This design comes from an exercise in tuning for small area, a short achievable clock period and few clock cycles per item on the open sky130 flow, not from production work. The RTL was checked by simulation tests, not by an equivalence proof against the original design. Power figures rest on the tool's default switching activity, not on a simulated workload.

Setup of try-harbor:
// online_linear_regression_fit
module online_linear_regression_fit (
  input  logic                             clk,
  input  logic                             rst_n,
  input  logic                             in_valid,
  output logic                             in_ready,
  input  logic [olr_pkg::X_BITS-1:0]       in_x_coord,
  input  logic signed [olr_pkg::Y_W-1:0]   in_y_value,
  output logic                             out_valid,
  input  logic                             out_ready,
  output logic signed [olr_pkg::RES_W-1:0] out_slope_value,
  output logic signed [olr_pkg::RES_W-1:0] out_offset_value,
  output logic                             out_fit_valid,
  output logic [olr_pkg::COUNT_BITS-1:0]   out_points_seen,
  output logic                             out_point_dropped
);
Size in the first run: about 1500 flip-flops, about 130 I/O pins, roughly 0.14 mm^2 of cells after synthesis.
Settings: LEC_CHECK=0, CAP_MARGIN=20, CORE_MARGIN=2, CORE_UTILIZATION=40, SETUP_SLACK_MARGIN=4.5, SLEW_MARGIN=20; clock period 9.0 ns.
run.sh (not shown) runs the stock make flow with config.mk's settings and CLKGATE_MAP_FILE= SYNTH_SCRIPT=/design/flow/synth_recipe.tcl, a recipe that flattens the netlist after the stock synthesis.
Testbench counts of try-harbor, summed over its fixed seeds: cycles 9,332, items 1,024.
Setup changes, try-harbor to try-quartz
# try-harbor
export LEC_CHECK = 0
export CAP_MARGIN = 20
export CORE_MARGIN = 2
export CORE_UTILIZATION = 40
export SETUP_SLACK_MARGIN = 4.5
export SLEW_MARGIN = 20
create_clock -name core_clock -period 9.0 [get_ports {clk}]
# try-quartz
export LEC_CHECK = 0
export CAP_MARGIN = 20
export CORE_MARGIN = 2
export CORE_UTILIZATION = 40
export SETUP_SLACK_MARGIN = 4
export SLEW_MARGIN = 20
create_clock -name core_clock -period 9.0 [get_ports {clk}]
Notes after the runs:
Every run (try-quartz and try-harbor) finished clean. Measured against each other, try-quartz and try-harbor differ in worst voltage drop across the vdd grid, the higher figure coming from try-quartz. In try-quartz, the layout cell share with drive strength beyond 1 came out 3.8 points below the value in try-harbor. When try-quartz is set beside try-harbor, its amount of wire on met3 after detailed routing turns out to be 2.0% smaller. [try-quartz vs try-harbor] share of the clock period used by the worst path after layout: higher in try-quartz. try-quartz against try-harbor: logic gate share of total power dropped 2.6 points; total power dropped 1.7%; wire length of the first global-routing pass dropped about 2.3%; final standard cell count with taps included and fillers excluded dropped about 0.9%. Compared with try-harbor, try-quartz shows total wire length that has gone down by a few percent.
Input changes introduced in try-lagoon (baseline for comparison: try-quartz):
# try-quartz
export LEC_CHECK = 0
export CAP_MARGIN = 20
export CORE_MARGIN = 2
export CORE_UTILIZATION = 40
export SETUP_SLACK_MARGIN = 4
export SLEW_MARGIN = 20
create_clock -name core_clock -period 9.0 [get_ports {clk}]
# try-lagoon
export LEC_CHECK = 0
export CAP_MARGIN = 20
export CORE_MARGIN = 2
export CORE_UTILIZATION = 50
export SETUP_SLACK_MARGIN = 4
export SLEW_MARGIN = 20
create_clock -name core_clock -period 9.0 [get_ports {clk}]
## What came out
- Comparing try-lagoon and try-quartz, the lower maximum net fanout on the critical path is on try-quartz.
- Setup slack after layout delta for try-lagoon relative to try-quartz: 0.038 ns lower
- Compared with try-quartz, in try-lagoon share of total power in the clock network now sits lower; routing usage on met1 now sits higher.
- Share of the core filled with cells in try-lagoon is 10 points above try-quartz.
- Relative slew slack, try-lagoon and try-quartz: higher on try-lagoon
- Going from try-quartz to try-lagoon, setup slack after placement shrinks by 0.039 ns.

Starting RTL as in the previous note.
export LEC_CHECK = 0
export CAP_MARGIN = 20
export CORE_MARGIN = 2
export CORE_UTILIZATION = 45
export SETUP_SLACK_MARGIN = 4.5
export SLEW_MARGIN = 20
create_clock -name core_clock -period 9.0 [get_ports {clk}]
The baseline finished clean.
Testbench counts at the start, summed over its fixed seeds: cycles 9,332, items 1,024.
Edit:
CORE_UTILIZATION = 40   (was 45)
SETUP_SLACK_MARGIN = 3   (was 4.5)
Worst setup slack loses 1.0 ns.
Sequential cell count stays the same.
Sequential power barely changes.
Cell area went down by 4.3%.
Total power went down by 4.1%.
Fmax shrinks by 18%.

separate check: timing with driven ports:
In the flow no input, the clock included, has a driving cell. The finished layouts below were timed again as built, in two steps. Step 1: set_driving_cell puts a clkbuf_16 on clk and a buf_2 on each other input, an assumption about the parent block. Step 2, shift: input delay + t, output delay - t, t = (earliest + latest rising clock arrival at the registers) / 2. This alone moves slack from input paths to output paths. a / b / c = no drivers / after step 1 / after step 2; a / b = the first two.
run	t, ns	setup WS [ns]	worst data-port slew with drivers (ns)
try-harbor	0.978	4.273 / 4.273 / 4.273	0.13
try-quartz	0.972	4.066 / 4.066 / 4.066	0.14
try-lagoon	0.977	4.028 / 4.028 / 4.028	0.10
the first run of note 2	0.994	4.334 / 4.334 / 4.334	0.10
the second run of note 2	0.968	3.294 / 3.294 / 3.294	0.16
After both steps setup and hold are still met in every run listed.
